Source: an optimization exercise on an open RTL-to-GDS flow (aim: small area, a short achievable clock period and few clock cycles per item). Production flows keep margins and buffers that such runs may drop. Only simulation tests tie the RTL to the original design; equivalence was not proved. Power is estimated from default activity; no workload was simulated.

$ cat config.mk
export PLATFORM = sky130hd
export DESIGN_NAME = oqke_top
export DESIGN_NICKNAME = oqke_top
export VERILOG_FILES = /design/flow/design.v
export SDC_FILE = /design/flow/constraint.sdc
export NUM_CORES = 4
export LEC_CHECK = 0
export CAP_MARGIN = 20
export CORE_MARGIN = 2
export CORE_UTILIZATION = 58
export CTS_CLUSTER_DIAMETER = 70
export CTS_CLUSTER_SIZE = 24
export PLACE_DENSITY = 0.72
export SETUP_SLACK_MARGIN = 2.85
export SLEW_MARGIN = 20
export TNS_END_PERCENT = 0
$ cat constraint.sdc
create_clock -name core_clock -period 5.0 [get_ports {clk}]
set_input_delay 1.0000 -clock core_clock [delete_from_list [all_inputs] [get_ports {clk}]]
set_output_delay 1.0000 -clock core_clock [all_outputs]
set_load 0.01 [all_outputs]
$ cat design.v
package oqke_pkg;
    localparam logic [2:0] OP_INSERT  = 3'd0;
    localparam logic [2:0] OP_SEARCH  = 3'd1;
    localparam logic [2:0] OP_MODIFY  = 3'd2;
    localparam logic [2:0] OP_DELETE  = 3'd3;
    localparam logic [2:0] OP_DISPLAY = 3'd4;
    localparam logic [1:0] ST_OK      = 2'd0;
    localparam logic [1:0] ST_MISSING = 2'd1;
    localparam logic [1:0] ST_EMPTY   = 2'd2;
    localparam logic [1:0] ST_FULL    = 2'd3;
    typedef struct packed {
        logic [2:0]         op;
        logic signed [31:0] key;
        logic signed [31:0] new_value;
    } request_t;
    typedef struct packed {
        logic [1:0]         status;
        logic signed [31:0] element;
        logic               last;
        logic [4:0]         entries_held;
    } result_t;
    typedef struct packed {
        logic capture;      
        logic write_tail;   
        logic write_first;  
        logic shift;        
        logic rotate;       
    } cell_cmd_t;
endpackage
module oqke_cell (
    input  logic               clk,
    input  logic               we,       
    input  logic               sh,       
    input  logic signed [31:0] wdata,
    input  logic signed [31:0] nbr,
    input  logic signed [31:0] cmp_key,
    input  logic               eq_w,     
    input  logic               eq_nbr,   
    input  logic               held,     
    output logic signed [31:0] entry,
    output logic               eq,       
    output logic               hit       
);
    logic hold;
    assign hold = !(we || sh);
    assign eq   = held && (entry == cmp_key);
    always_ff @(posedge clk)
    begin
        entry <= ({32{we}} & wdata) | ({32{sh}} & nbr) | ({32{hold}} & entry);
        hit   <= (we & eq_w) | (sh & eq_nbr) | (hold & eq);
    end
endmodule
module oqke_ctrl #(
    parameter int DEPTH = 16,
    parameter int CW    = 5
) (
    input  logic                  clk,
    input  logic                  rst_n,
    input  logic                  start,
    output logic                  busy,
    input  oqke_pkg::request_t    request,
    output oqke_pkg::result_t     result,
    output logic                  done,
    input  logic [DEPTH-1:0]      hit_reg,
    output logic [DEPTH-1:0]      held,
    input  logic signed [31:0]    head,
    output logic [DEPTH-1:0]      we,
    output logic [DEPTH-1:0]      sh,
    output logic signed [31:0]    key,
    output logic signed [31:0]    wdata,
    input  logic                  eq_head,
    output logic                  eq_w
);
    logic               va_r;
    logic [2:0]         opa_r;
    logic signed [31:0] keya_r;
    logic signed [31:0] nva_r;
    logic               vb_r;
    logic               othb_r;
    logic signed [31:0] wdb_r;
    logic               insb_r, modb_r, delb_r, dispb_r;
    logic               eqx_r;       
    logic [CW-1:0]      count_r, count_next;
    logic [DEPTH-1:0]   hm_r, hm_next;       
    logic               disp_r;
    logic [CW-1:0]      dleft_r;
    logic               busy_r;
    logic               done_r;
    oqke_pkg::result_t  result_r, result_next;
    logic [DEPTH-1:0]   tail, lasth, hit, after, first;
    logic               any_hit, empty, full;
    logic               is_ins, is_mod, is_del, is_disp, is_other;
    logic               rot;
    logic [CW-1:0]      cur_rem;
    logic               take;
    assign take = start && !busy_r;
    assign held  = hm_r;
    assign tail  = ~hm_r & {hm_r[DEPTH-2:0], 1'b1};
    assign lasth = hm_r & ~{1'b0, hm_r[DEPTH-1:1]};
    assign hit     = hit_reg;
    assign any_hit = |hit;
    always_comb
    begin
        for (int i = 0; i < DEPTH; i++)
            after[i] = |(hit & DEPTH'((32'd1 << (i + 1)) - 32'd1));
    end
    assign first = hit & ~(after << 1);
    assign empty    = !hm_r[0];
    assign full     = hm_r[DEPTH-1];
    assign is_ins   = insb_r;
    assign is_mod   = modb_r;
    assign is_del   = delb_r;
    assign is_disp  = dispb_r;
    assign is_other = othb_r;
    assign rot     = (is_disp && !empty) || disp_r;
    assign cur_rem = disp_r ? dleft_r : count_r;
    assign wdata = rot ? head : wdb_r;
    assign key   = keya_r;
    assign eq_w  = rot ? eq_head : eqx_r;
    always_comb
    begin
        for (int i = 0; i < DEPTH; i++)
        begin
            we[i] = (is_ins && !full && tail[i]) || (is_mod && first[i]) || (rot && lasth[i]);
            sh[i] = (is_del && after[i]) || (rot && held[i] && !lasth[i]);
        end
    end
    always_comb
    begin
        count_next = count_r;
        hm_next    = hm_r;
        if (is_ins && !full)
        begin
            count_next = count_r + CW'(1);
            hm_next    = {hm_r[DEPTH-2:0], 1'b1};
        end
        else if (is_del && any_hit)
        begin
            count_next = count_r - CW'(1);
            hm_next    = {1'b0, hm_r[DEPTH-1:1]};
        end
    end
    always_comb
    begin
        result_next.element      = '0;
        result_next.last         = 1'b1;
        result_next.entries_held = '0;   
        if (is_ins)
            result_next.status = full ? oqke_pkg::ST_FULL : oqke_pkg::ST_OK;
        else if (is_other)
            result_next.status = oqke_pkg::ST_OK;
        else if (empty)
            result_next.status = oqke_pkg::ST_EMPTY;
        else if (!any_hit && !is_disp)
            result_next.status = oqke_pkg::ST_MISSING;
        else
            result_next.status = oqke_pkg::ST_OK;
        if (rot)
        begin
            result_next.status  = oqke_pkg::ST_OK;
            result_next.element = head;
            result_next.last    = (cur_rem == CW'(1));
        end
    end
    always_ff @(posedge clk or negedge rst_n)
    begin
        if (!rst_n)
        begin
            va_r    <= 1'b0;
            vb_r    <= 1'b0;
            insb_r  <= 1'b0;
            modb_r  <= 1'b0;
            delb_r  <= 1'b0;
            dispb_r <= 1'b0;
            count_r <= '0;
            hm_r    <= '0;
            disp_r  <= 1'b0;
            busy_r  <= 1'b0;
            done_r  <= 1'b0;
        end
        else
        begin
            va_r    <= take;
            vb_r    <= va_r;
            insb_r  <= va_r && (opa_r == oqke_pkg::OP_INSERT);
            modb_r  <= va_r && (opa_r == oqke_pkg::OP_MODIFY);
            delb_r  <= va_r && (opa_r == oqke_pkg::OP_DELETE);
            dispb_r <= va_r && (opa_r == oqke_pkg::OP_DISPLAY);
            count_r <= count_next;
            hm_r    <= hm_next;
            disp_r  <= rot && (cur_rem != CW'(1));
            busy_r  <= (take && request.op == oqke_pkg::OP_DISPLAY)
                    || (va_r && opa_r == oqke_pkg::OP_DISPLAY && hm_next[2])
                    || (rot && cur_rem >= CW'(4));
            done_r  <= vb_r || disp_r;
        end
    end
    always_ff @(posedge clk)
    begin
        opa_r    <= request.op;
        keya_r   <= request.key;
        nva_r    <= request.new_value;
        othb_r   <= opa_r > oqke_pkg::OP_DISPLAY;
        wdb_r    <= (opa_r == oqke_pkg::OP_INSERT) ? keya_r : nva_r;
        eqx_r    <= (request.key == ((opa_r == oqke_pkg::OP_INSERT) ? keya_r : nva_r));
        dleft_r  <= cur_rem - CW'(1);
        result_r <= result_next;
    end
    assign busy   = busy_r;
    assign done   = done_r;
    assign result.status       = result_r.status;
    assign result.element      = result_r.element;
    assign result.last         = result_r.last;
    assign result.entries_held = 5'(count_r);
endmodule
module ordered_queue_with_key_edit #(
    parameter int DEPTH = 16
) (
    input  logic                clk,
    input  logic                rst_n,
    input  logic                start,
    output logic                busy,
    input  oqke_pkg::request_t  request,
    output oqke_pkg::result_t   result,
    output logic                done
);
    localparam int CW = $clog2(DEPTH + 1);
    logic [DEPTH-1:0]   eq, hit, we, sh, held;
    logic signed [31:0] key, wdata;
    logic               eq_w;
    logic signed [31:0] entry [DEPTH];
    oqke_ctrl #(
        .DEPTH (DEPTH),
        .CW    (CW)
    ) u_ctrl (
        .clk     (clk),
        .rst_n   (rst_n),
        .start   (start),
        .busy    (busy),
        .request (request),
        .result  (result),
        .done    (done),
        .hit_reg (hit),
        .held    (held),
        .head    (entry[0]),
        .we      (we),
        .sh      (sh),
        .key     (key),
        .wdata   (wdata),
        .eq_head (eq[0]),
        .eq_w    (eq_w)
    );
    for (genvar i = 0; i < DEPTH; i++)
    begin : g_cell
        localparam int N = (i == DEPTH - 1) ? i : i + 1;
        oqke_cell u_cell (
            .clk     (clk),
            .we      (we[i]),
            .sh      (sh[i]),
            .wdata   (wdata),
            .nbr     (entry[N]),
            .cmp_key (key),
            .eq_w    (eq_w),
            .eq_nbr  ((i == DEPTH - 1) ? 1'b0 : eq[N]),
            .held    (held[i]),
            .entry   (entry[i]),
            .eq      (eq[i]),
            .hit     (hit[i])
        );
    end
endmodule
module oqke_top (
    input  logic        clk,
    input  logic        rst_n,
    input  logic        start,
    output logic        busy,
    input  logic [2:0]  req_op,
    input  logic [31:0] req_key,
    input  logic [31:0] req_new_value,
    output logic [1:0]  res_status,
    output logic [31:0] res_element,
    output logic        res_last,
    output logic [4:0]  res_entries_held,
    output logic        done
);
    oqke_pkg::request_t request;
    oqke_pkg::result_t  result;
    assign request.op        = req_op;
    assign request.key       = req_key;
    assign request.new_value = req_new_value;
    ordered_queue_with_key_edit #(
        .DEPTH (16)
    ) u_queue (
        .clk     (clk),
        .rst_n   (rst_n),
        .start   (start),
        .busy    (busy),
        .request (request),
        .result  (result),
        .done    (done)
    );
    assign res_status       = result.status;
    assign res_element      = result.element;
    assign res_last         = result.last;
    assign res_entries_held = result.entries_held;
endmodule
$ cat flow/run.sh
#!/bin/bash
set -o pipefail
export BUFFER_PORTS_ARGS="-buffer_cell sky130_fd_sc_hd__buf_2"
bash standard.sh > standard.log 2>&1
$ cat standard.sh
#!/bin/bash
# synth_recipe.tcl (not shown) runs the flow's synth.tcl, then flattens the netlist and writes it again
# the make line also repeats each setting of config.mk as NAME=value (left out here)
make -C /OpenROAD-flow-scripts/flow DESIGN_CONFIG=/design/flow/config.mk WORK_HOME=/design/flow/orfs CLKGATE_MAP_FILE= SYNTH_SCRIPT=/design/flow/synth_recipe.tcl "${@:-finish}"
==> summary.txt, run 1 <==
Min path
  • Min-Delay Path Class: flop to flop

Clocking
  • H-tree levels: 2
  • Total clock sinks: 699
  • Clk buf depth: 3
  • Clk slew on worst S/H paths: 90 ps
  • Num CTS Buffers: 38
  • Hold Buf Count CTS: 0
  • CTS tree: built
  • Clock latency (worst-skew pair): 620 ps
  • Clock tree root buffer cell: clkbuf_16

Floorplan
  • Core area: 0.05287 mm^2
  • Standard-cell rows: 84
  • Io pins: 112
  • Die Height: 235.8 um
  • Die W: 235.8 um
  • Initial Utilization: 0.5893
  • Die area: 0.05558 mm^2

Yosys
  • Cell count after synthesis: 3,309
  • Yosys cell types: 80
  • Seq/Total Area, Yosys: 0.4540
  • Synth area leader: dfxtp_1
  • Ys Warns: 4
  • Post-synth EDFFs: 0
  • Asr flop ratio synth: 0.04292
  • Synthesized area: 0.03115 mm^2
  • Most frequent cells after synthesis: dfxtp_1, xor2_1, nor2_1
  • Seq cells post-synth: 699
  • Post-synth net total: 3,386
  • Count leader, synth: dfxtp_1
  • Synth area leaders: dfxtp_1, xor2_1, a221o_1
  • Post-synth top area share: 0.4299
  • Mean Syn Cell Area: 9.415 um^2
  • Top_reg_cell synth: dfxtp_1

GRT
  • Vias in the first global route: 28,110
  • Global-route wire length before repair: 193,200 um
  • Initial antenna violation count: 6
  • Largest net degree at the start of global routing: 37
  • GRT met3 Usage: 0.1807
  • Global route overflow: 0
  • Global Route met2 Usage: 0.6555
  • GR peak layer: met2
  • Total global routing track utilization: 0.4730
  • M1 GR Usage: 0.5929

STA
  • Final hold vios: 0
  • Worst setup margin: 2587 ps
  • Setup TNS: 0 ps
  • Slew @ Worst Pin: 993.2 ps
  • Tcrit/Tclk final: 0.4827
  • Post-route minimum period: 2413 ps
  • Max Clk Rate: 414.4 MHz
  • WHS: 422.2 ps
  • Worst slew margin: 0.3323
  • Final Slew Violations: 0
  • Final setup viols: 0
  • Setup clock skew after layout: 28.25 ps
  • RSZ-0062 raised after global routing: true

Detailed routing
  • Total routed wirelength: 138,500 um
  • Drt first-iter violations: 5,177
  • Antenna-violating nets left: 0
  • Residual DRC: 0
  • Vias per inst: 7.283
  • TritonRoute pass-1 iters: 8
  • Drt wl/cell: 33.44 um
  • Routed vias: 30,160

Critical path
  • Critical Path Slowest Stage Cell: nor3_1
  • Worst path arrival time: 2980 ps
  • Crit path required time: 5570 ps
  • Crit path cell chain: buf_4 > xor2_1 > nor4_1 > nand4_1 > nor3_1 > a22oi_1 > nand2_1
  • CP max stage delay: 510 ps
  • Setup crit end kind: flop
  • Critical Path Source Type: flop
  • WS Path Type: flop to flop
  • CP Max Fanout: 16

Power and ir drop
  • Static Leak: 15.10 nW
  • Worst IR drop on VDD: 0.3529 mV
  • Total Power: 25.33 mW
  • Power per cell area: 688.2 mW/mm^2

Finish
  • Regs by FF count: u_queue.g_cell.u_cell.entry (512), u_queue.u_ctrl.result_r (35)
  • Synth-to-Final Area Change: 18.15%
  • Max reg flops: 512
  • Fin nets: 3,503
  • Largest Register: u_queue.g_cell.u_cell.entry
  • Share of cells above drive strength 1: 0.1704

Place
  • Post-DP HPWL: 82,920 um
  • Port bufs: 111
  • Routability-driven placement congestion ratio: 0.9954
  • Dpl ws: 1628 ps

Run
  • Max-Cap Viols: 0

Run status
  • Outcome: no timing/DRC/antenna violations
==> metal layers <==
metal  part of all wire  vias up
li1                   -    12180
met1               0.35    14440
met2               0.39     2806
met3               0.16      721
met4               0.10        8
met5            0.00037        -
==> stage by stage <==
stage               area (um^2)  std cells  utilization
global placement          32400       3908       0.6129
global route              36800       4138       0.6961
finish                    36810       4141       0.6963
CTS                       36230       4110       0.6854
floorplan                 31170       3309            -
detailed placement        32410       3908       0.6132
==> path summary, 6_finish.rpt <==
path / startpoint / end / slack (ps) / depth (start not counted)
worst min register to register: u_queue.u_ctrl.va_r / u_queue.u_ctrl.vb_r / 420 / 0
worst max register to register: u_queue.u_ctrl.keya_r[6] / u_queue.g_cell[5].u_cell.hit / 2590 / 7
max in group asynchronous: rst_n / u_queue.u_ctrl.disp_r / 3960 / 1
worst min-delay path: u_queue.u_ctrl.va_r / u_queue.u_ctrl.vb_r / 420 / 0
min in group asynchronous: rst_n / u_queue.u_ctrl.busy_r / 460 / 1
worst max-delay path: u_queue.u_ctrl.keya_r[6] / u_queue.g_cell[5].u_cell.hit / 2590 / 7
==> kinds of logic after synthesis <==
family / synth area share
compound gates: 0.2120
xor+xnor: 0.1524
fa+ha+maj: 0.003052
buf+inv: 0.04530
flops: 0.4540
mux: 0.004699
simple gates: 0.1286
==> layout make-up <==
cell class,count,area (um^2)
Timing Repair inverter,2,13.76
Clock inverter,14,205.2
Timing Repair Buffer,356,3657
Multi-Input combinational cell,2284,16600
Sequential cell,699,14170
Antenna cell,3,7.507
Clock buffer,50,1111
Tap cell,688,860.8
Fill cell,4017,16060
Inverter,45,180.2
==> critical path, delay by kind of cell (launching register included) <==
family,cells,cell delay (ps)
and+or+nand+nor,4,1100
buffers and inverters,1,460
DFF,1,450
xor gates and xnor gates,1,130
AOI/OAI and AO/OA,1,190
==> cell usage in the layout (no fill, tap or decap), types with 111 or more instances in the layout <==
cell type    n
a221o_1    319
a22oi_1    169
buf_2      111
buf_4      126
dfxtp_1    657
nand2_1    182
nor2_1     336
o21ai_0    186
xnor2_1    132
xor2_1     409
==> power breakdown <==
| part | switching (mW) | internal (mW) |
|---|---|---|
| clock network | 2.02 | 1.81 |
| registers | 2.67 | 7.61 |
| logic | 6.44 | 4.79 |
==> what timing repair did <==
action / CTS / global route
hold endpoints to repair: 0 / 0
cloned: 22 / 7
pin swaps: 28 / 11
setup buffers: 116 / 21
resized for setup: 210 / 65
endpoints found under the setup margin: 561 / 557
Testbench counts, summed over its fixed seeds: cycles 8,870, requests 4,800.
==> run 2: changes to the inputs <==
--- a/config.mk
+++ b/config.mk
@@ -9,6 +9,7 @@
 export CORE_MARGIN = 2
-export CORE_UTILIZATION = 58
+export CORE_UTILIZATION = 55
 export CTS_CLUSTER_DIAMETER = 70
 export CTS_CLUSTER_SIZE = 24
-export PLACE_DENSITY = 0.72
+export GPL_ROUTABILITY_DRIVEN = 0
+export PLACE_DENSITY = 0.75
 export SETUP_SLACK_MARGIN = 2.85
==> summary.txt, run 2 <==
STA
  • Post-route minimum period: 2446 ps (+32.59 ps)
  • Worst slew margin: 0.3559 (+0.02358)
  • Slew @ Worst Pin: 959.2 ps (-33.99 ps)
  • Final hold vios: 0 (unchanged)
  • RSZ-0062 raised after global routing: true
  • Setup TNS: 0 ps (unchanged)
  • Setup clock skew after layout: 51.94 ps (+23.69 ps)
  • Max Clk Rate: 408.8 MHz (-1.3%)
  • Final setup viols: 0 (unchanged)
  • Final Slew Violations: 0 (unchanged)
  • Tcrit/Tclk final: 0.4892 (+0.006518)

Finish
  • Max reg flops: 512 (unchanged)
  • Synth-to-Final Area Change: 14.32%
  • Most frequent cells in the layout: dfxtp_1, xor2_1, nor2_1
  • Filler Cell Count: 4,410 (+9.8%)
  • Fin nets: 3,441 (-1.8%)
  • Regs by FF count: u_queue.g_cell.u_cell.entry (512), u_queue.u_ctrl.result_r (35)
  • Share of cells above drive strength 1: 0.1450 (-0.02547)
  • Commonest non-fill, non-tap cell in the layout: dfxtp_1
  • Largest Register: u_queue.g_cell.u_cell.entry

Power and ir drop
  • Static Leak: 14.55 nW (-3.6%)
  • Switching Share: 0.4456 (+0.006551)
  • Total Power: 24.34 mW (-3.9%)
  • P_int: 13.50 mW (-5.0%)
  • NetSw: 10.85 mW (-2.5%)
  • Worst IR drop on VDD: 0.4234 mV (+20%)
  • Clock share of power: 0.157 (+0.006)
  • Sequential Power Share: 0.421 (+0.015)
  • Comb pwr share: 0.422 (-0.021)
  • Power per cell area: 683.5 mW/mm^2 (-0.68%)

Yosys
  • Yosys cell types: 80 (unchanged)
  • Post-synth top area share: 0.4299 (unchanged)
  • Top_reg_cell synth: dfxtp_1
  • Post-synth net total: 3,386 (unchanged)
  • Most frequent cells after synthesis: dfxtp_1, xor2_1, nor2_1
  • Multiplexer share of the synthesized area: 0.004699 (unchanged)
  • Synth Area in Adders: 0.003052 (unchanged)
  • Post-synthesis simple-gate area fraction: 0.1286 (unchanged)
  • Post-synth EDFFs: 0 (unchanged)
  • Asr flop ratio synth: 0.04292 (unchanged)
  • Synthesized area: 0.03115 mm^2 (unchanged)
  • Largest family of logic cells by synthesized area: compound AO/OA/AOI/OAI gates
  • Seq cells post-synth: 699 (unchanged)
  • Seq/Total Area, Yosys: 0.4540 (unchanged)
  • Synth area leader: dfxtp_1
  • Count leader, synth: dfxtp_1
  • Synth area leaders: dfxtp_1, xor2_1, a221o_1
  • Xor/xnor cell area share of the yosys netlist: 0.1524 (unchanged)
  • Post-synthesis compound-gate area fraction: 0.2120 (unchanged)
  • Mean Syn Cell Area: 9.415 um^2 (unchanged)
  • Ys Warns: 4 (unchanged)
  • Cell count after synthesis: 3,309 (unchanged)

Critical path
  • CP max stage delay: 480 ps (-30 ps)
  • Setup crit end kind: flop
  • CP top delay family: compound AO/OA/AOI/OAI gates
  • Critical Path Source Type: flop
  • Crit path cell chain: a21o_4 > buf_12 > and2_1 > a21oi_1 > buf_4 > nor2_1 > a221o_1
  • Critical Path Slowest Stage Cell: buf_4
  • Crit path required time: 5520 ps (-50 ps)
  • Worst path arrival time: 2960 ps (-20 ps)
  • WS Path Type: flop to flop
  • CP Max Fanout: 16 (unchanged)
  • Buf+Inv Stages, Crit Path: 2 (+1)

Clocking
  • H-tree levels: 2 (unchanged)
  • CTS tree: built
  • Clk slew on worst S/H paths: 90 ps (about the same)
  • Hold Buf Count CTS: 0 (unchanged)
  • Clock tree root buffer cell: clkbuf_16
  • Total clock sinks: 699 (unchanged)
  • Clk buf depth: 3 (unchanged)
  • Clock latency (worst-skew pair): 670 ps (+50 ps)
  • Num CTS Buffers: 40 (+5.3%)

GRT
  • Global-route wire length before repair: 187,700 um (-2.9%)
  • Global route overflow: 0 (unchanged)
  • Total global routing track utilization: 0.4297 (-0.04338)
  • Initial antenna violation count: 2 (-4)
  • Vias in the first global route: 28,060 (-0.17%)
  • Largest net degree at the start of global routing: 38 (+2.7%)

Floorplan
  • Initial Utilization: 0.5546 (-0.03466)
  • Io pins: 112 (unchanged)
  • Core area: 0.05617 mm^2 (+6.2%)
  • Die Height: 242.0 um (+2.6%)
  • Standard-cell rows: 87 (+3.6%)
  • Die area: 0.05856 mm^2 (+5.4%)
  • Die W: 242.0 um (+2.6%)

Detailed routing
  • Total routed wirelength: 133,100 um (-3.9%)
  • TritonRoute pass-1 iters: 12 (+4)
  • Antenna-violating nets left: 0 (unchanged)
  • Residual DRC: 0 (unchanged)
  • Drt first-iter violations: 6,138 (+19%)
  • Vias per inst: 7.222 (-0.83%)
  • Drt wl/cell: 32.10 um (-4.0%)
  • Routed vias: 29,940 (-0.71%)

Min path
  • Min-Delay Path Class: input pin to asynchronous set/reset pin

Place
  • Port bufs: 111 (unchanged)
  • Post-DP HPWL: 81,180 um (-2.1%)

Run status
  • Outcome: no timing/DRC/antenna violations

Run
  • Max-Cap Viols: 0 (unchanged)
run 2: cell counts after synthesis:
Identical to the previous run, type by type.
run 2: worst register-to-register path, stage by stage, from the launching register on:
cell	delay [ps]
dfrtp_2	450
a21o_4	310
buf_12	180
and2_1	290
a21oi_1	180
buf_4	480
nor2_1	130
a221o_1	300
run 2: cells by family (layout without fill, tap and decap cells):
logic type / count (synthesis) / in the layout
buf+inv: 337 / 407
flops: 699 / 699
other cells: 0 / 3
mux: 14 / 14
xor+xnor: 542 / 542
simple gates: 857 / 862
compound gates: 853 / 856
fa+ha+maj: 7 / 7
run 2: final cells by class:
cell class | count | area (um^2) | share of cell area
clock buffers | 46 | 1055 | 0.02962
inverters | 45 | 180.2 | 0.005059
repair inverters | 2 | 13.76 | 0.0003864
well taps | 756 | 945.9 | 0.02656
repair buffers | 295 | 2683 | 0.07532
diodes | 3 | 7.507 | 0.0002108
flip-flops and latches | 699 | 14170 | 0.3979
clock inverters | 19 | 276.5 | 0.007764
multi-input cells | 2281 | 16280 | 0.4572
run 2: what timing repair did:
item,4_1_cts,5_1_grt
setup endpoints to repair,562,556
hold endpoints to repair,0,0
setup buffers,54,12
resized for setup,170,38
pin swaps,18,15
gates cloned,13,10
run 2: layer usage:
metal  wire (um)  global-route usage
met2       51210              0.5882
met5          37                   0
met4       14700              0.3588
met3       22600              0.1802
met1       44560              0.5208
run 2: stage by stage:
| step | hold WS (ps) | util | worst slack, ps | cells | area (um^2) |
|---|---|---|---|---|---|
| 6_report | 423.4 | 0.6341 | 2554 | 4146 | 35620 |
| 5_1_grt | 426.2 | 0.6339 | 2448 | 4143 | 35610 |
| 4_1_cts | 432.3 | 0.6257 | 2726 | 4121 | 35140 |
| 3_5_place_dp | 411.5 | 0.5772 | 1643 | 3989 | 32420 |
| 3_3_place_gp | 406.6 | 0.5763 | 1764 | 3988 | 32370 |
| 2_1_floorplan | 368.6 | - | 2806 | 3309 | 31170 |
run 2: power by group through the flow:
stage / clock (mW) / sequential [mW] / combinational (mW)
floorplan: 0 / 9.08 / 6.15
detailed placement: 0 / 10.0 / 8.61
finish: 3.82 / 10.2 / 10.3
global placement: 0 / 9.98 / 8.25
global route: 3.98 / 10.2 / 10.7
CTS: 3.76 / 9.93 / 9.41
run 2: worst paths after layout:
check	from	to	slack, ps	cells past startpoint
hold reg to reg	u_queue.u_ctrl.vb_r	u_queue.u_ctrl.done_r	440	1
setup / recovery	u_queue.u_ctrl.hm_r[0]	u_queue.g_cell[1].u_cell.entry[4]	2550	7
setup reg to reg	u_queue.u_ctrl.hm_r[0]	u_queue.g_cell[1].u_cell.entry[4]	2550	7
min in group core_clock	req_new_value[31]	u_queue.u_ctrl.nva_r[31]	440	1
max in group asynchronous	rst_n	u_queue.u_ctrl.hm_r[1]	4010	1
hold / removal	rst_n	u_queue.u_ctrl.delb_r	420	1
==> run 3: changes to the inputs <==
--- a/config.mk
+++ b/config.mk
@@ -13,5 +13,5 @@
 export GPL_ROUTABILITY_DRIVEN = 0
-export PLACE_DENSITY = 0.75
+export PLACE_DENSITY = 0.7
 export SETUP_SLACK_MARGIN = 2.85
 export SLEW_MARGIN = 20
-export TNS_END_PERCENT = 0
+export TNS_END_PERCENT = 3
==> summary.txt, run 3 <==
Run status
  • Outcome: no timing/DRC/antenna violations

Yosys
  • Seq cells post-synth: 699 (unchanged)
  • Count leader, synth: dfxtp_1
  • Top_reg_cell synth: dfxtp_1
  • Most frequent cells after synthesis: dfxtp_1, xor2_1, nor2_1
  • Seq/Total Area, Yosys: 0.4540 (unchanged)
  • Asr flop ratio synth: 0.04292 (unchanged)
  • Mean Syn Cell Area: 9.415 um^2 (unchanged)
  • Yosys cell types: 80 (unchanged)
  • Post-synth EDFFs: 0 (unchanged)
  • Post-synth top area share: 0.4299 (unchanged)
  • Cell count after synthesis: 3,309 (unchanged)
  • Synth area leader: dfxtp_1
  • Ys Warns: 4 (unchanged)
  • Synth area leaders: dfxtp_1, xor2_1, a221o_1
  • Synthesized area: 0.03115 mm^2 (unchanged)
  • Post-synth net total: 3,386 (unchanged)

Critical path
  • CP Max Fanout: 11 (-5)
  • Critical Path Slowest Stage Cell: dfxtp_4
  • Setup crit end kind: flop
  • Crit path required time: 5540 ps (+20 ps)
  • Buf+Inv Stages, Crit Path: 1 (-1)
  • CP max stage delay: 540 ps (+60 ps)
  • Worst path arrival time: 2910 ps (-50 ps)
  • CP top delay family: simple AND/OR/NAND/NOR gates
  • Crit path cell chain: buf_4 > xor2_1 > nor4_1 > nand4_1 > nor3_1 > nand2_1 > o211ai_1
  • Critical Path Source Type: flop
  • WS Path Type: flop to flop

Power and ir drop
  • Total Power: 25.29 mW (+3.9%)
  • Worst IR drop on VDD: 0.3423 mV (-19%)
  • Power per cell area: 681.3 mW/mm^2 (-0.32%)
  • Static Leak: 15.17 nW (+4.3%)

Finish
  • Commonest non-fill, non-tap cell in the layout: dfxtp_1
  • Most frequent cells in the layout: dfxtp_1, xor2_1, nor2_1
  • Share of cells above drive strength 1: 0.1785 (+0.03352)
  • Cell Count, Final, Fillers Out: 4,229 (+2.0%)
  • Fin nets: 3,518 (+2.2%)
  • Synth-to-Final Area Change: 19.14%
  • Regs by FF count: u_queue.g_cell.u_cell.entry (512), u_queue.u_ctrl.result_r (35)
  • Filler Cell Count: 4,305 (-2.4%)
  • Max reg flops: 512 (unchanged)
  • Sequential cell area: 0.01422 mm^2 (+0.34%)
  • Multi-input combinational cell area: 0.01682 mm^2 (+3.3%)
  • Largest Register: u_queue.g_cell.u_cell.entry

STA
  • Max Clk Rate: 422.0 MHz (+3.2%)
  • Final Slew Violations: 0 (unchanged)
  • Post-route minimum period: 2370 ps (-76.25 ps)
  • RSZ-0062 raised after global routing: true
  • Tcrit/Tclk final: 0.4739 (-0.01525)
  • Setup TNS: 0 ps (unchanged)
  • Setup clock skew after layout: 30.12 ps (-21.81 ps)
  • Final setup viols: 0 (unchanged)
  • Worst slew margin: 0.3785 (+0.02259)
  • Slew @ Worst Pin: 924.5 ps (-34.69 ps)
  • Final hold vios: 0 (unchanged)

Detailed routing
  • Residual DRC: 0 (unchanged)
  • Max Used Layer: met5
  • Drt wl/cell: 33.42 um (+4.1%)
  • Vias per inst: 7.227 (about the same)
  • Drt first-iter violations: 5,800 (-5.5%)
  • WL met3: 23,430 um (+3.7%)
  • TritonRoute pass-1 iters: 7 (-5)
  • Routed met2 length: 54,750 um (+6.9%)
  • Routed vias: 30,560 (+2.1%)
  • Antenna-violating nets left: 0 (unchanged)
  • Met1 wire length: 48,890 um (+9.7%)
  • Total routed wirelength: 141,300 um (+6.2%)

GRT
  • Initial antenna violation count: 4 (+2)
  • Largest net degree at the start of global routing: 38 (unchanged)
  • Global-route wire length before repair: 190,900 um (+1.7%)
  • Vias in the first global route: 27,830 (-0.83%)
  • Total global routing track utilization: 0.4379 (+0.008234)
  • Global route overflow: 0 (unchanged)

Min path
  • Min-Delay Path Class: flop to flop

Clocking
  • Hold Buf Count CTS: 0 (unchanged)
  • CTS tree: built
  • Clock latency (worst-skew pair): 640 ps (-30 ps)
  • Clock tree root buffer cell: clkbuf_16
  • H-tree levels: 2 (unchanged)
  • Clk slew on worst S/H paths: 90 ps (about the same)
  • Total clock sinks: 699 (unchanged)
  • Num CTS Buffers: 39 (-2.5%)
  • Clk buf depth: 3 (unchanged)

Floorplan
  • Initial Utilization: 0.5546 (unchanged)
  • Die Height: 242.0 um (unchanged)
  • Die area: 0.05856 mm^2 (unchanged)
  • Io pins: 112 (unchanged)
  • Die W: 242.0 um (unchanged)
  • Standard-cell rows: 87 (unchanged)
  • Core area: 0.05617 mm^2 (unchanged)

Place
  • Post-DP HPWL: 83,840 um (+3.3%)
  • Port bufs: 111 (unchanged)
  • Placed insts: 3,982 (-0.18%)

Run
  • Max-Cap Viols: 0 (unchanged)
-- run 3: cell counts after synthesis --
No cell type changed its count.
-- run 3: path summary, 6_finish.rpt --
kind	depth (start not counted)	end	startpoint	slack, ps
min in group asynchronous	1	u_queue.u_ctrl.hm_r[15]	rst_n	440
setup / recovery	7	u_queue.g_cell[11].u_cell.hit	u_queue.u_ctrl.keya_r[25]	2630
max in group asynchronous	1	u_queue.u_ctrl.disp_r	rst_n	3970
setup reg to reg	7	u_queue.g_cell[11].u_cell.hit	u_queue.u_ctrl.keya_r[25]	2630
hold reg to reg	0	u_queue.u_ctrl.vb_r	u_queue.u_ctrl.va_r	420
hold / removal	0	u_queue.u_ctrl.vb_r	u_queue.u_ctrl.va_r	420
-- run 3: through the flow --
step / hold WS [ps] / util / setup WS, ps / area (um^2)
2_1_floorplan: 368.6 / - / 2806 / 31170
3_3_place_gp: 397.0 / 0.5774 / 1655 / 32430
3_5_place_dp: 397.4 / 0.5778 / 1843 / 32450
4_1_cts: 426.9 / 0.6333 / 2715 / 35570
5_1_grt: 433.7 / 0.6606 / 2645 / 37100
6_report: 423.5 / 0.6608 / 2630 / 37120
-- run 3: kinds of logic (layout without fill, tap and decap cells) --
group                      count (synthesis)  in the layout  synth area share
DFF                                      699            699            0.4540
other                                      0              5                 0
muxes                                     14             14          0.004699
and+or+nand+nor                          857            874            0.1286
buffers and inverters                    337            468           0.04530
xor gates and xnor gates                 542            542            0.1524
adders and majority gates                  7              7          0.003052
AOI/OAI and AO/OA                        853            864            0.2120
-- run 3: final cells by class --
cell class | count | area share
repair inverters | 2 | 0.0003708
diodes | 5 | 0.0003371
clock buffers | 51 | 0.02916
multi-input cells | 2301 | 0.4532
well taps | 756 | 0.02549
flip-flops and latches | 699 | 0.3831
repair buffers | 353 | 0.09766
clock inverters | 17 | 0.005765
inverters | 45 | 0.004922
-- run 3: timing repair --
| item | CTS | global route |
|---|---|---|
| cloned | 19 | 29 |
| setup endpoints to repair | 567 | 554 |
| endpoints found under the hold margin | 0 | 0 |
| pin swaps | 23 | 39 |
| buffers inserted | 69 | 57 |
| resized for setup | 195 | 162 |
-- run 3: metal layers --
metal / global-route usage / vias up
met1: 0.5631 / 14490
met2: 0.5891 / 3023
met5: 0 / -
met3: 0.1561 / 803
li1: - / 12240
met4: 0.3499 / 8
-- run 3: report_power, final --
part | internal (mW) | total [mW] | switching [mW] | leakage, nW
sequential | 7.61 | 10.3 | 2.73 | 5.94
combinational | 4.66 | 11.2 | 6.51 | 8.60
clock | 1.69 | 3.77 | 2.08 | 0.632
-- run 3: worst reg2reg max path, delay by kind of cell, from the launching register on --
kind	cells	cell delay (ps)
AND/OR/NAND/NOR	4	1120
flip-flops	1	540
buffers and inverters	1	380
XOR/XNOR	1	150
AO/OA/AOI/OAI	1	100
==> run 4: changes to the inputs <==
--- a/config.mk
+++ b/config.mk
@@ -16,2 +16,2 @@
 export SLEW_MARGIN = 20
-export TNS_END_PERCENT = 3
+export TNS_END_PERCENT = 0
==> summary.txt, run 4 <==
Min path
  • Min-Delay Path Class: input pin to asynchronous set/reset pin

Floorplan
  • Core area: 0.05617 mm^2 (unchanged)
  • Standard-cell rows: 87 (unchanged)
  • Initial Utilization: 0.5546 (unchanged)
  • Die area: 0.05856 mm^2 (unchanged)
  • Io pins: 112 (unchanged)
  • Die W: 242.0 um (unchanged)
  • Die Height: 242.0 um (unchanged)

Yosys
  • Ys Warns: 4 (unchanged)
  • Mean Syn Cell Area: 9.415 um^2 (unchanged)
  • Cell count after synthesis: 3,309 (unchanged)
  • Seq cells post-synth: 699 (unchanged)
  • Post-synth top area share: 0.4299 (unchanged)
  • Post-synth EDFFs: 0 (unchanged)
  • Seq/Total Area, Yosys: 0.4540 (unchanged)
  • Count leader, synth: dfxtp_1
  • Asr flop ratio synth: 0.04292 (unchanged)
  • Most frequent cells after synthesis: dfxtp_1, xor2_1, nor2_1
  • Post-synth net total: 3,386 (unchanged)
  • Top_reg_cell synth: dfxtp_1
  • Synthesized area: 0.03115 mm^2 (unchanged)
  • Synth area leaders: dfxtp_1, xor2_1, a221o_1
  • Synth area leader: dfxtp_1
  • Yosys cell types: 80 (unchanged)

Detailed routing
  • Antenna-violating nets left: 0 (unchanged)
  • Drt first-iter violations: 5,595 (-3.5%)
  • Residual DRC: 0 (unchanged)
  • Vias per inst: 7.174 (-0.73%)
  • Total routed wirelength: 136,900 um (-3.1%)
  • Routed vias: 30,040 (-1.7%)
  • TritonRoute pass-1 iters: 13 (+6)
  • Drt wl/cell: 32.70 um (-2.1%)

Power and ir drop
  • Static Leak: 14.87 nW (-2.0%)
  • Comb pwr share: 0.431 (-0.011)
  • Worst IR drop on VDD: 0.3391 mV (-0.94%)
  • P_int: 13.70 mW (-1.9%)
  • Power per cell area: 678.5 mW/mm^2 (-0.41%)
  • Sequential Power Share: 0.417 (+0.008)
  • NetSw: 11.03 mW (-2.5%)
  • Clock share of power: 0.152 (+0.003)
  • Switching Share: 0.4461 (-0.001586)

Clocking
  • Total clock sinks: 699 (unchanged)
  • CTS tree: built
  • Clock tree root buffer cell: clkbuf_16
  • H-tree levels: 2 (unchanged)
  • Clock latency (worst-skew pair): 640 ps (about the same)
  • Clk buf depth: 3 (unchanged)
  • Clk slew on worst S/H paths: 100 ps (about the same)
  • Num CTS Buffers: 39 (unchanged)

GRT
  • Global route overflow: 0 (unchanged)
  • Vias in the first global route: 27,650 (-0.63%)
  • Initial antenna violation count: 7 (+3)
  • Global-route wire length before repair: 189,700 um (-0.63%)
  • Largest net degree at the start of global routing: 38 (unchanged)
  • Total global routing track utilization: 0.4353 (-0.002575)

Finish
  • Fin nets: 3,476 (-1.2%)
  • Synth-to-Final Area Change: 17.00%
  • Multi-input combinational cell area: 0.01665 mm^2 (-0.98%)
  • Share of cells above drive strength 1: 0.1608 (-0.01766)
  • Filler Cell Count: 4,444 (+3.2%)
  • Max reg flops: 512 (unchanged)
  • Sequential cell area: 0.01421 mm^2 (about the same)
  • Cell Count, Final, Fillers Out: 4,187 (-0.99%)
  • Most frequent cells in the layout: dfxtp_1, xor2_1, nor2_1
  • Fin util: 0.6489 (-0.01185)
  • Commonest non-fill, non-tap cell in the layout: dfxtp_1
  • Largest Register: u_queue.g_cell.u_cell.entry
  • Regs by FF count: u_queue.g_cell.u_cell.entry (512), u_queue.u_ctrl.result_r (35)

Critical path
  • Crit path required time: 5530 ps (about the same)
  • CP Max Fanout: 18 (+7)
  • WS Path Type: flop to flop
  • Critical Path Source Type: flop
  • Worst path arrival time: 2840 ps (-70 ps)
  • Setup crit end kind: flop

Run status
  • Outcome: no timing/DRC/antenna violations

STA
  • WHS: 435.2 ps (+11.72 ps)
  • Setup clock skew after layout: 31.76 ps (+1.634 ps)
  • Slew @ Worst Pin: 906.8 ps (-17.69 ps)
  • Post-route minimum period: 2313 ps (-56.56 ps)
  • Final Slew Violations: 0 (unchanged)
  • Final setup viols: 0 (unchanged)
  • Final hold vios: 0 (unchanged)
  • RSZ-0062 raised after global routing: true
  • Tcrit/Tclk final: 0.4626 (-0.01131)
  • Worst slew margin: 0.3904 (+0.01189)
  • Max Clk Rate: 432.3 MHz (+2.4%)
  • Setup TNS: 0 ps (unchanged)

Place
  • Post-DP HPWL: 83,840 um (unchanged)
  • Placed insts: 3,982 (unchanged)
  • Port bufs: 111 (unchanged)

Run
  • Max-Cap Viols: 0 (unchanged)
-- run 4: worst paths after layout --
check | slack [ps] | cells past startpoint | to | start
setup / recovery | 2690 | 8 | u_queue.g_cell[1].u_cell.entry[6] | u_queue.u_ctrl.hm_r[0]
hold / removal | 440 | 1 | u_queue.u_ctrl.hm_r[15] | rst_n
hold reg to reg | 440 | 0 | u_queue.u_ctrl.vb_r | u_queue.u_ctrl.va_r
setup reg to reg | 2690 | 8 | u_queue.g_cell[1].u_cell.entry[6] | u_queue.u_ctrl.hm_r[0]
min in group core_clock | 440 | 0 | u_queue.u_ctrl.vb_r | u_queue.u_ctrl.va_r
max in group asynchronous | 3980 | 1 | u_queue.u_ctrl.disp_r | rst_n
-- run 4: per-layer routing --
layer,up-vias,track usage,part of all wire
met3,717,0.1496,0.16
met5,-,0.002451,0.0015
met1,14370,0.5663,0.36
met2,2808,0.5868,0.39
met4,10,0.3371,0.096
li1,12130,-,-
-- run 4: area by class of cell --
class,count,area share
clock inverter,17,0.005870
timing repair inverter,2,0.0003776
clock buffer,51,0.02969
antenna,5,0.0003433
multi-input combinational,2293,0.4569
inverter,45,0.005115
tap,756,0.02595
sequential,699,0.3899
timing repair buffer,319,0.08582
-- run 4: repair_timing --
| action | 4_1_cts | 5_1_grt |
|---|---|---|
| setup buffers | 61 | 40 |
| setup endpoints to repair | 567 | 556 |
| hold endpoints to repair | 0 | 0 |
| cloned | 16 | 15 |
| pin swaps | 21 | 26 |
| resized for setup | 169 | 130 |
| hold buffers | 0 | 0 |
-- run 4: metrics by stage --
step | power [mW] | area, um^2 | setup WS [ps]
floorplan | 15.22 | 31170 | 2806
global placement | 18.47 | 32430 | 1655
detailed placement | 18.78 | 32450 | 1843
CTS | 23.25 | 35310 | 2715
global route | 25.28 | 36440 | 2679
finish | 24.73 | 36450 | 2687
-- run 4: critical path, stage by stage (launching register included) --
cell and delay (ps):
dfrtp_2 540, a21oi_4 120, buf_12 150, buf_12 170, buf_12 200, a21oi_1 150
buf_4 420, nor2_1 130, a221o_1 290
-- run 4: logic make-up (layout without fill, tap and decap cells) --
| family | Yosys count | count (layout) | share of synthesized area |
|---|---|---|---|
| AOI/OAI and AO/OA | 853 | 863 | 0.2120 |
| adders and majority gates | 7 | 7 | 0.003052 |
| muxes | 14 | 14 | 0.004699 |
| DFF | 699 | 699 | 0.4540 |
| other | 0 | 5 | 0 |
| xor gates and xnor gates | 542 | 542 | 0.1524 |
| buffers and inverters | 337 | 434 | 0.04530 |
| and+or+nand+nor | 857 | 867 | 0.1286 |
-- run 4: power by group through the flow --
stage	combinational, mW	clock (mW)	sequential [mW]
final	10.7	3.76	10.3
after floorplan	6.15	0	9.08
after CTS	9.50	3.72	10.0
after global placement	8.41	0	10.1
after detailed placement	8.67	0	10.1
after global routing	11.1	3.92	10.3
==> run 5: changes to the inputs <==
--- a/config.mk
+++ b/config.mk
@@ -7,3 +7,3 @@
 export LEC_CHECK = 0
-export CAP_MARGIN = 20
+export CAP_MARGIN = 5
 export CORE_MARGIN = 2
@@ -15,3 +15,3 @@
 export SETUP_SLACK_MARGIN = 2.85
-export SLEW_MARGIN = 20
+export SLEW_MARGIN = 5
 export TNS_END_PERCENT = 0
==> summary.txt, run 5 <==
Run status
  • Outcome: no timing/DRC/antenna violations

GRT
  • Global route overflow: 0 (unchanged)
  • Vias in the first global route: 27,540 (-0.41%)
  • Global-route wire length before repair: 190,200 um (+0.24%)
  • Total global routing track utilization: 0.4366 (+0.001258)
  • Largest net degree at the start of global routing: 38 (unchanged)
  • Initial antenna violation count: 1 (-6)

Detailed routing
  • Routed vias: 29,740 (-1.0%)
  • TritonRoute pass-1 iters: 10 (-3)
  • Residual DRC: 0 (unchanged)
  • Antenna-violating nets left: 0 (unchanged)
  • Total routed wirelength: 135,700 um (-0.89%)
  • Vias per inst: 7.116 (-0.81%)
  • Drt first-iter violations: 5,408 (-3.3%)
  • Drt wl/cell: 32.48 um (-0.70%)

Place
  • Post-DP HPWL: 83,760 um (about the same)
  • Port bufs: 111 (unchanged)
  • Dpl ws: 1560 ps (-282.6 ps)

Finish
  • Most frequent cells in the layout: dfxtp_1, xor2_1, nor2_1
  • Commonest non-fill, non-tap cell in the layout: dfxtp_1
  • Largest Register: u_queue.g_cell.u_cell.entry
  • Max reg flops: 512 (unchanged)
  • Regs by FF count: u_queue.g_cell.u_cell.entry (512), u_queue.u_ctrl.result_r (35)
  • Synth-to-Final Area Change: 16.13%
  • Fin nets: 3,475 (-0.029%)
  • Share of cells above drive strength 1: 0.1631 (+0.002234)

Yosys
  • Synth area leader: dfxtp_1
  • Synthesized area: 0.03115 mm^2 (unchanged)
  • Mean Syn Cell Area: 9.415 um^2 (unchanged)
  • Asr flop ratio synth: 0.04292 (unchanged)
  • Post-synth EDFFs: 0 (unchanged)
  • Post-synth net total: 3,386 (unchanged)
  • Synth area leaders: dfxtp_1, xor2_1, a221o_1
  • Post-synth top area share: 0.4299 (unchanged)
  • Count leader, synth: dfxtp_1
  • Xor/xnor cell area share of the yosys netlist: 0.1524 (unchanged)
  • Seq cells post-synth: 699 (unchanged)
  • Top_reg_cell synth: dfxtp_1
  • Synth Area in Adders: 0.003052 (unchanged)
  • Yosys cell types: 80 (unchanged)
  • Multiplexer share of the synthesized area: 0.004699 (unchanged)
  • Post-synthesis compound-gate area fraction: 0.2120 (unchanged)
  • Largest family of logic cells by synthesized area: compound AO/OA/AOI/OAI gates
  • Ys Warns: 4 (unchanged)
  • Seq/Total Area, Yosys: 0.4540 (unchanged)
  • Cell count after synthesis: 3,309 (unchanged)
  • Post-synthesis simple-gate area fraction: 0.1286 (unchanged)
  • Most frequent cells after synthesis: dfxtp_1, xor2_1, nor2_1

STA
  • Final Slew Violations: 0 (unchanged)
  • Worst setup margin: 2644 ps (-42.41 ps)
  • Final hold vios: 0 (unchanged)
  • Post-route minimum period: 2356 ps (+42.41 ps)
  • Tcrit/Tclk final: 0.4711 (+0.008482)
  • Final setup viols: 0 (unchanged)
  • Setup clock skew after layout: 24.40 ps (-7.352 ps)
  • Worst slew margin: 0.3973 (+0.006873)
  • Slew @ Worst Pin: 896.6 ps (-10.22 ps)
  • Setup TNS: 0 ps (unchanged)
  • Max Clk Rate: 424.5 MHz (-1.8%)
  • RSZ-0062 raised after global routing: true

Critical path
  • Crit path required time: 5500 ps (-30 ps)
  • Critical Path Source Type: flop
  • Worst path arrival time: 2850 ps (about the same)
  • R2r setup slk: 2640 ps (-40 ps)
  • WS Path Type: flop to flop
  • Reg2reg start: u_queue.u_ctrl.hm_r[1]
  • Worst flop-to-flop path endpoint: u_queue.g_cell[0].u_cell.entry[12]
  • CP Max Fanout: 35 (+17)
  • Setup crit end kind: flop
  • Cells on worst reg2reg path: 6 (-2)

Floorplan
  • Die area: 0.05856 mm^2 (unchanged)
  • Core area: 0.05617 mm^2 (unchanged)
  • Initial Utilization: 0.5546 (unchanged)
  • Io pins: 112 (unchanged)
  • Standard-cell rows: 87 (unchanged)
  • Die W: 242.0 um (unchanged)
  • Die Height: 242.0 um (unchanged)

Power and ir drop
  • Power per cell area: 677.7 mW/mm^2 (-0.12%)
  • Worst IR drop on VDD: 0.3657 mV (+7.8%)
  • Static Leak: 14.75 nW (-0.84%)
  • Total Power: 24.52 mW (-0.87%)

Run
  • Max-Cap Viols: 0 (unchanged)

Clocking
  • Hold Buf Count CTS: 0 (unchanged)
  • CTS tree: built
  • Clock latency (worst-skew pair): 630 ps (about the same)
  • Num CTS Buffers: 39 (unchanged)
  • Total clock sinks: 699 (unchanged)
  • Clk buf depth: 3 (unchanged)
  • H-tree levels: 2 (unchanged)
  • Clock tree root buffer cell: clkbuf_16
  • Clk slew on worst S/H paths: 90 ps (about the same)

Min path
  • Min-Delay Path Class: flop to flop
  • Min-Delay Path Depth: 0
  • Min-Delay Endpoint: u_queue.u_ctrl.vb_r
  • Hold path startpoint: u_queue.u_ctrl.va_r
run 5: per-layer routing:
layer / track usage / vias up / routed length (um)
met2: 0.6003 / 2762 / 52570
met5: 0 / - / 13
met1: 0.5569 / 14130 / 48090
met4: 0.3282 / 2 / 13420
met3: 0.1582 / 706 / 21620
li1: - / 12140 / -
run 5: how the worst max path moves through the flow:
stage	depth (start not counted)	from	to	slack [ps]
3_3_place_gp	7	u_queue.u_ctrl.disp_r	u_queue.g_cell[15].u_cell.entry[16]	1650
3_5_place_dp	7	u_queue.u_ctrl.hm_r[0]	u_queue.g_cell[15].u_cell.entry[29]	1560
5_1_grt	7	req_key[8]	u_queue.u_ctrl.eqx_r	2650
2_1_floorplan	5	req_key[19]	u_queue.u_ctrl.eqx_r	2810
6_report	6	u_queue.u_ctrl.hm_r[1]	u_queue.g_cell[0].u_cell.entry[12]	2640
4_1_cts	9	u_queue.u_ctrl.disp_r	u_queue.g_cell[9].u_cell.entry[28]	2740
run 5: cells by family after synthesis:
group | Yosys count
and+or+nand+nor | 857
AOI/OAI and AO/OA | 853
DFF | 699
xor gates and xnor gates | 542
buffers and inverters | 337
muxes | 14
adders and majority gates | 7
run 5: power breakdown:
group / leakage [nW] / switching (mW) / internal (mW)
sequential: 5.94 / 2.68 / 7.61
combinational: 8.19 / 6.17 / 4.31
clock: 0.622 / 2.07 / 1.66
total: 14.7 / 10.9 / 13.6
run 5: worst max-delay path: stages (launching register included):
cell and delay [ps]:
dfrtp_1 650, o211ai_1 340, nand2_1 150, buf_4 420
nor2b_2 100, buf_8 210, a221o_1 330
run 5: layout make-up:
class / instances / area, um^2
inverters: 45 / 186.4
repair buffers: 317 / 2917
multi-input cells: 2294 / 16640
well taps: 756 / 945.9
flip-flops and latches: 699 / 14210
repair inverters: 2 / 13.76
clock inverters: 20 / 219.0
clock buffers: 45 / 1050
fillers: 4444 / 19990
diodes: 1 / 2.502
run 5: what timing repair did:
action                                  4_1_cts  5_1_grt
resized for setup                           204       70
gates cloned                                 18       13
pin swaps                                    22       18
endpoints found under the setup margin      566      562
setup buffers                                81       19
run 5: through the flow:
step           cell area [um^2]  hold WS, ps  utilization  cells
6_report                  36180        422.0       0.6441   4179
5_1_grt                   36170        437.1       0.6440   4178
4_1_cts                   35570        415.3       0.6333   4146
3_5_place_dp              32430        395.9       0.5774   3982
3_3_place_gp              32430        397.0       0.5774   3982
2_1_floorplan             31170        368.6            -   3309
==> run 6: changes to the inputs <==
--- a/config.mk
+++ b/config.mk
@@ -7,3 +7,3 @@
 export LEC_CHECK = 0
-export CAP_MARGIN = 5
+export CAP_MARGIN = 20
 export CORE_MARGIN = 2
@@ -14,4 +14,4 @@
 export PLACE_DENSITY = 0.7
-export SETUP_SLACK_MARGIN = 2.85
-export SLEW_MARGIN = 5
+export SETUP_SLACK_MARGIN = 2.7
+export SLEW_MARGIN = 20
 export TNS_END_PERCENT = 0
==> summary.txt, run 6 <==
Yosys
  • Seq/Total Area, Yosys: 0.4540 (unchanged)
  • Asr flop ratio synth: 0.04292 (unchanged)
  • Seq cells post-synth: 699 (unchanged)
  • Synthesized area: 0.03115 mm^2 (unchanged)
  • Top_reg_cell synth: dfxtp_1
  • Post-synth top area share: 0.4299 (unchanged)
  • Post-synth EDFFs: 0 (unchanged)
  • Synth area leader: dfxtp_1
  • Count leader, synth: dfxtp_1
  • Synth area leaders: dfxtp_1, xor2_1, a221o_1
  • Cell count after synthesis: 3,309 (unchanged)
  • Post-synth net total: 3,386 (unchanged)
  • Yosys cell types: 80 (unchanged)
  • Ys Warns: 4 (unchanged)
  • Mean Syn Cell Area: 9.415 um^2 (unchanged)
  • Most frequent cells after synthesis: dfxtp_1, xor2_1, nor2_1

Finish
  • Largest Register: u_queue.g_cell.u_cell.entry
  • Commonest non-fill, non-tap cell in the layout: dfxtp_1
  • Filler Cell Count: 4,576 (+3.0%)
  • Share of cells above drive strength 1: 0.1493 (-0.01377)
  • Most frequent cells in the layout: dfxtp_1, xor2_1, nor2_1
  • Synth-to-Final Area Change: 14.68%
  • Max reg flops: 512 (unchanged)
  • Fin util: 0.6361 (-0.007997)
  • Fin nets: 3,446 (-0.83%)
  • Regs by FF count: u_queue.g_cell.u_cell.entry (512), u_queue.u_ctrl.result_r (35)

Critical path
  • Crit path to: u_queue.g_cell[1].u_cell.entry[11]
  • WS Path Type: flop to flop
  • CP Max Fanout: 16 (-54%)
  • Cells on worst reg2reg path: 7 (+1)
  • Critical Path Source Type: flop
  • Crit path required time: 5590 ps (+90 ps)
  • Worst setup path startpoint: u_queue.u_ctrl.hm_r[0]
  • Worst path arrival time: 3050 ps (+200 ps)
  • R2r setup slk: 2530 ps (-110 ps)
  • Setup crit end kind: flop
  • Worst flop-to-flop path endpoint: u_queue.g_cell[1].u_cell.entry[11]
  • Reg2reg start: u_queue.u_ctrl.hm_r[0]

Floorplan
  • Initial Utilization: 0.5546 (unchanged)
  • Core area: 0.05617 mm^2 (unchanged)
  • Die W: 242.0 um (unchanged)
  • Standard-cell rows: 87 (unchanged)
  • Io pins: 112 (unchanged)
  • Die area: 0.05856 mm^2 (unchanged)
  • Die Height: 242.0 um (unchanged)

STA
  • Final setup viols: 0 (unchanged)
  • Setup clock skew after layout: 52.22 ps (+27.82 ps)
  • WHS: 438.1 ps (+16.09 ps)
  • Max Clk Rate: 405.2 MHz (-4.6%)
  • Slew @ Worst Pin: 1044 ps (+147.4 ps)
  • Tcrit/Tclk final: 0.4936 (+0.02253)
  • RSZ-0062 raised after global routing: true
  • Final hold vios: 0 (unchanged)
  • Final Slew Violations: 0 (unchanged)
  • Setup TNS: 0 ps (unchanged)
  • Post-route minimum period: 2468 ps (+112.6 ps)
  • Worst slew margin: 0.2982 (-0.09910)

Clocking
  • Clock latency (worst-skew pair): 650 ps (+20 ps)
  • Num CTS Buffers: 41 (+5.1%)
  • CTS tree: built
  • Clk buf depth: 3 (unchanged)
  • Total clock sinks: 699 (unchanged)
  • H-tree levels: 2 (unchanged)
  • Clock tree root buffer cell: clkbuf_16
  • Clk slew on worst S/H paths: 100 ps (about the same)

Run status
  • Outcome: no timing/DRC/antenna violations

Detailed routing
  • Met1 wire length: 47,860 um (-0.47%)
  • Max Used Layer: met5
  • WL met3: 20,500 um (-5.2%)
  • Total routed wirelength: 133,500 um (-1.6%)
  • Drt wl/cell: 32.11 um (-1.1%)
  • Vias per inst: 7.087 (-0.41%)
  • Residual DRC: 0 (unchanged)
  • Routed met2 length: 52,510 um (-0.11%)
  • TritonRoute pass-1 iters: 6 (-4)
  • Drt first-iter violations: 5,415 (+0.13%)
  • Routed vias: 29,470 (-0.91%)
  • Antenna-violating nets left: 0 (unchanged)

GRT
  • Largest net degree at the start of global routing: 38 (unchanged)
  • Initial antenna violation count: 10 (+9)
  • Global route overflow: 0 (unchanged)
  • Global-route wire length before repair: 188,000 um (-1.1%)
  • Total global routing track utilization: 0.4328 (-0.003806)
  • Vias in the first global route: 27,620 (+0.28%)

Place
  • Port bufs: 111 (unchanged)
  • Post-DP HPWL: 83,190 um (-0.69%)

Power and ir drop
  • Static Leak: 14.52 nW (-1.5%)
  • Worst IR drop on VDD: 0.4925 mV (+35%)
  • Power per cell area: 681.4 mW/mm^2 (+0.54%)

Min path
  • Min-Delay Path Class: input pin to asynchronous set/reset pin

Run
  • Max-Cap Viols: 0 (unchanged)
[run 6: cell count changes in the layout (fill, tap and decap cells not counted), sizes merged, moves of 2 or more]
| cell | before | now |
|---|---|---|
| diode | 1 | 6 |
| o21ai | 223 | 221 |
| buf | 308 | 292 |
| a21o | 8 | 6 |
| or2 | 6 | 4 |
| inv | 54 | 56 |
| and3 | 14 | 9 |
[run 6: what timing repair did]
action | in CTS | in global routing
gates cloned | 10 | 6
pin swaps | 13 | 13
endpoints found under the setup margin | 552 | 530
gates resized for setup | 116 | 89
buffers inserted | 60 | 28
hold endpoints to repair | 0 | 0
hold buffers | 0 | 0
[run 6: worst max-delay path: stages, from the launching register on]
cell and delay [ps]:
dfrtp_2 510, a21o_4 350, a222oi_1 540, bufbuf_16 350, inv_2 50, nor2_4 200, clkbuf_16 240, a221o_1 160
[run 6: logic make-up after synthesis]
family,count (synthesis),synth area share
flops,699,0.4540
compound gates,853,0.2120
simple gates,857,0.1286
xor+xnor,542,0.1524
fa+ha+maj,7,0.003052
mux,14,0.004699
buf+inv,337,0.04530
[run 6: cell type report]
| type | instances | area (um^2) | area share |
|---|---|---|---|
| multi-input cells | 2283 | 16470 | 0.4610 |
| flip-flops and latches | 699 | 14160 | 0.3964 |
| repair buffers | 297 | 2585 | 0.07235 |
| clock buffers | 48 | 1094 | 0.03061 |
| well taps | 756 | 945.9 | 0.02648 |
| clock inverters | 22 | 255.2 | 0.007144 |
| inverters | 45 | 186.4 | 0.005218 |
| diodes | 6 | 15.01 | 0.0004202 |
| repair inverters | 2 | 13.76 | 0.0003852 |
[run 6: worst min-delay path by stage]
stage	from	end	slack [ps]	depth (start not counted)
floorplan	u_queue.u_ctrl.va_r	u_queue.u_ctrl.vb_r	370	0
global placement	u_queue.u_ctrl.va_r	u_queue.u_ctrl.vb_r	400	0
detailed placement	u_queue.u_ctrl.va_r	u_queue.u_ctrl.vb_r	420	0
CTS	u_queue.u_ctrl.va_r	u_queue.u_ctrl.vb_r	420	0
global route	u_queue.u_ctrl.va_r	u_queue.u_ctrl.vb_r	440	0
finish	rst_n	u_queue.u_ctrl.modb_r	440	1
[run 6: metal layers]
metal / GRT usage / vias up
li1: - / 12070
met4: 0.3190 / 8
met5: 0.001634 / -
met3: 0.1630 / 670
met2: 0.6023 / 2693
met1: 0.5445 / 14030
[run 6: through the flow]
| stage | worst slack (ps) | power [mW] | cell area [um^2] | std cells |
|---|---|---|---|---|
| floorplan | 2702 | 15.22 | 31160 | 3309 |
| global placement | 1703 | 18.44 | 32430 | 3977 |
| detailed placement | 1769 | 18.77 | 32490 | 3978 |
| CTS | 2625 | 23.28 | 35050 | 4118 |
| global route | 2515 | 24.98 | 35730 | 4157 |
| finish | 2532 | 24.35 | 35730 | 4158 |
[run 6: where the power goes]
group | internal [mW] | switching [mW]
Clock | 1.70 | 2.14
Sequential | 7.61 | 2.64
Combinational | 4.17 | 6.08
Total | 13.5 | 10.9
==> run 7: changes to the inputs <==
--- a/config.mk
+++ b/config.mk
@@ -13,4 +13,4 @@
 export GPL_ROUTABILITY_DRIVEN = 0
-export PLACE_DENSITY = 0.7
-export SETUP_SLACK_MARGIN = 2.7
+export PLACE_DENSITY = 0.65
+export SETUP_SLACK_MARGIN = 2.85
 export SLEW_MARGIN = 20
==> summary.txt, run 7 <==
Detailed routing
  • Routed vias: 29,260 (-0.72%)
  • Total routed wirelength: 134,900 um (+1.0%)
  • Vias per inst: 6.987 (-1.4%)
  • Antenna-violating nets left: 0 (unchanged)
  • Drt wl/cell: 32.23 um (+0.35%)
  • Residual DRC: 0 (unchanged)
  • Drt first-iter violations: 5,061 (-6.5%)
  • TritonRoute pass-1 iters: 6 (unchanged)

Finish
  • Most frequent cells in the layout: dfxtp_1, xor2_1, nor2_1
  • Post-route design area: 0.03615 mm^2 (+1.2%)
  • Largest Register: u_queue.g_cell.u_cell.entry
  • Regs by FF count: u_queue.g_cell.u_cell.entry (512), u_queue.u_ctrl.result_r (35)
  • Multi-input combinational cell area: 0.01650 mm^2 (+0.14%)
  • Filler Cell Count: 4,610 (+0.74%)
  • Fin nets: 3,474 (+0.81%)
  • Synth-to-Final Area Change: 16.02%
  • Sequential cell area: 0.01419 mm^2 (+0.23%)
  • Commonest non-fill, non-tap cell in the layout: dfxtp_1
  • Share of cells above drive strength 1: 0.1585 (+0.009247)
  • Max reg flops: 512 (unchanged)

Yosys
  • Ys Warns: 4 (unchanged)
  • Mean Syn Cell Area: 9.415 um^2 (unchanged)
  • Cell count after synthesis: 3,309 (unchanged)
  • Synthesized area: 0.03115 mm^2 (unchanged)
  • Top_reg_cell synth: dfxtp_1
  • Synth area leaders: dfxtp_1, xor2_1, a221o_1
  • Synth area leader: dfxtp_1
  • Seq/Total Area, Yosys: 0.4540 (unchanged)
  • Post-synth EDFFs: 0 (unchanged)
  • Most frequent cells after synthesis: dfxtp_1, xor2_1, nor2_1
  • Seq cells post-synth: 699 (unchanged)
  • Post-synth top area share: 0.4299 (unchanged)
  • Post-synth net total: 3,386 (unchanged)
  • Asr flop ratio synth: 0.04292 (unchanged)
  • Yosys cell types: 80 (unchanged)
  • Count leader, synth: dfxtp_1

Min path
  • Min-Delay Path Class: input pin to asynchronous set/reset pin

Critical path
  • WS Path Type: flop to flop
  • CP max stage delay: 400 ps (-140 ps)
  • Crit path cell chain: nor4_4 > buf_4 > and3_1 > a41oi_1 > nand2_1 > clkinvlp_4 > buf_12 > o21ai_0
  • Buf+Inv Stages, Crit Path: 3 (unchanged)
  • Critical Path Slowest Stage Cell: dfxtp_1
  • Worst path arrival time: 2900 ps (-150 ps)
  • Crit path required time: 5540 ps (-50 ps)
  • Critical Path Source Type: flop
  • CP Max Fanout: 16 (unchanged)
  • R2r setup slk: 2640 ps (+110 ps)
  • Setup crit end kind: flop
  • CP top delay family: simple AND/OR/NAND/NOR gates

Power and ir drop
  • Worst IR drop on VDD: 0.3562 mV (-28%)
  • Static Leak: 14.71 nW (+1.3%)
  • Power per cell area: 673.7 mW/mm^2 (-1.1%)

STA
  • Setup TNS: 0 ps (unchanged)
  • WHS: 444.7 ps (+6.595 ps)
  • Tcrit/Tclk final: 0.4714 (-0.02228)
  • Slew @ Worst Pin: 1040 ps (-4.442 ps)
  • Final hold vios: 0 (unchanged)
  • Setup clock skew after layout: 40.08 ps (-12.14 ps)
  • Final Slew Violations: 0 (unchanged)
  • Worst slew margin: 0.3043 (+0.006130)
  • Max Clk Rate: 424.3 MHz (+4.7%)
  • Final setup viols: 0 (unchanged)
  • Post-route minimum period: 2357 ps (-111.4 ps)
  • RSZ-0062 raised after global routing: true

Clocking
  • Clock tree root buffer cell: clkbuf_16
  • Clock latency (worst-skew pair): 630 ps (-20 ps)
  • Hold Buf Count CTS: 0 (unchanged)
  • Clk slew on worst S/H paths: 100 ps (about the same)
  • H-tree levels: 2 (unchanged)
  • Clk buf depth: 3 (unchanged)
  • Total clock sinks: 699 (unchanged)
  • CTS tree: built
  • Num CTS Buffers: 39 (-4.9%)

Place
  • DP Area: 0.03247 mm^2 (about the same)
  • Post-DP HPWL: 84,700 um (+1.8%)
  • Port bufs: 111 (unchanged)

Floorplan
  • Initial Utilization: 0.5546 (unchanged)
  • Io pins: 112 (unchanged)
  • Die Height: 242.0 um (unchanged)
  • Die W: 242.0 um (unchanged)
  • Standard-cell rows: 87 (unchanged)
  • Die area: 0.05856 mm^2 (unchanged)
  • Core area: 0.05617 mm^2 (unchanged)

GRT
  • Global-route wire length before repair: 192,000 um (+2.1%)
  • Total global routing track utilization: 0.4439 (+0.01109)
  • Vias in the first global route: 27,140 (-1.7%)
  • Largest net degree at the start of global routing: 38 (unchanged)
  • Global route overflow: 0 (unchanged)
  • Initial antenna violation count: 9 (-1)

Run
  • Max-Cap Viols: 0 (unchanged)

Run status
  • Outcome: no timing/DRC/antenna violations
## run 7: routing by layer
metal / GRT usage / share of wire / routed length, um / vias to the layer above
met5: 0.005719 / 0.00046 / 62 / -
met4: 0.3192 / 0.089 / 12050 / 8
met3: 0.1501 / 0.14 / 19510 / 527
met2: 0.6126 / 0.40 / 53330 / 2449
met1: 0.5762 / 0.37 / 49970 / 14150
li1: - / - / - / 12120
## run 7: final cells by class
class                           instances  area share
Timing Repair inverter                  1   0.0002077
Antenna cell                            6   0.0004154
Sequential cell                       699      0.3927
Multi-Input combinational cell       2281      0.4564
Inverter                               45    0.005158
Clock buffer                           51     0.02911
Clock inverter                         18    0.005919
Tap cell                              756     0.02617
Timing Repair Buffer                  330     0.08398
## run 7: path summary, 6_finish.rpt
check	from	end	cells past startpoint
min reg2reg	u_queue.u_ctrl.vb_r	u_queue.u_ctrl.done_r	1
max reg2reg	u_queue.g_cell[9].u_cell.hit	u_queue.g_cell[13].u_cell.entry[2]	8
max	u_queue.g_cell[9].u_cell.hit	u_queue.g_cell[13].u_cell.entry[2]	8
min in group core_clock	u_queue.u_ctrl.vb_r	u_queue.u_ctrl.done_r	1
min	rst_n	u_queue.u_ctrl.busy_r	1
max in group asynchronous	rst_n	u_queue.u_ctrl.disp_r	1
## run 7: cell families (layout without fill, tap and decap cells)
| kind of cell | Yosys count | count (layout) | share of synthesized area |
|---|---|---|---|
| other | 0 | 6 | 0 |
| multiplexers | 14 | 14 | 0.004699 |
| AND/OR/NAND/NOR | 857 | 862 | 0.1286 |
| AO/OA/AOI/OAI | 853 | 856 | 0.2120 |
| buffers and inverters | 337 | 445 | 0.04530 |
| adder cells (fa/ha/maj) | 7 | 7 | 0.003052 |
| flip-flops | 699 | 699 | 0.4540 |
| XOR/XNOR | 542 | 542 | 0.1524 |
## run 7: what timing repair did
action,CTS,global route
endpoints found under the hold margin,0,0
endpoints found under the setup margin,586,548
gates resized for setup,203,21
gates cloned,13,1
pin swaps,23,9
setup buffers,113,10
## run 7: stage by stage
| stage | total power, mW | utilization | setup slack (ps) | instances |
|---|---|---|---|---|
| 2_1_floorplan | 15.22 | - | 2806 | 3309 |
| 3_3_place_gp | 18.56 | 0.5779 | 1629 | 3975 |
| 3_5_place_dp | 18.84 | 0.5781 | 1725 | 3975 |
| 4_1_cts | 23.60 | 0.6399 | 2769 | 4170 |
| 5_1_grt | 25.03 | 0.6435 | 2607 | 4186 |
| 6_report | 24.35 | 0.6435 | 2643 | 4187 |
## run 7: report_power, final
part,leakage (nW),switching (mW),internal [mW]
Sequential,5.93,2.64,7.62
Clock,0.611,2.07,1.65
Combinational,8.16,6.05,4.33

==> port drivers added, routing unchanged <==
In the flow no input, the clock included, has a driving cell. The finished layouts below were timed again as built, in two steps.
Step 1 sets driving cells, clkbuf_16 on the clock port and buf_2 on the other inputs (assumed; they add their load-dependent delay and slew).
Step 2 times the ports against the registers' clock, not the clock port: input delays grow and output delays shrink by t, the midpoint of the rising clock arrivals with the driver on.
Slacks: no drivers / after step 1 / after step 2; pairs: no drivers / after step 1.
run | t, ns | setup slack, ns
run 1 | 0.675 | 2.587 / 2.587 / 2.019
run 2 | 0.706 | 2.554 / 2.554 / 1.908
run 3 | 0.689 | 2.630 / 2.630 / 2.014
run 4 | 0.687 | 2.687 / 2.671 / 2.040
run 5 | 0.674 | 2.644 / 2.644 / 2.075
run 6 | 0.686 | 2.532 / 2.532 / 2.051
run 7 | 0.678 | 2.643 / 2.643 / 2.033
After both steps every run listed still meets setup and hold.
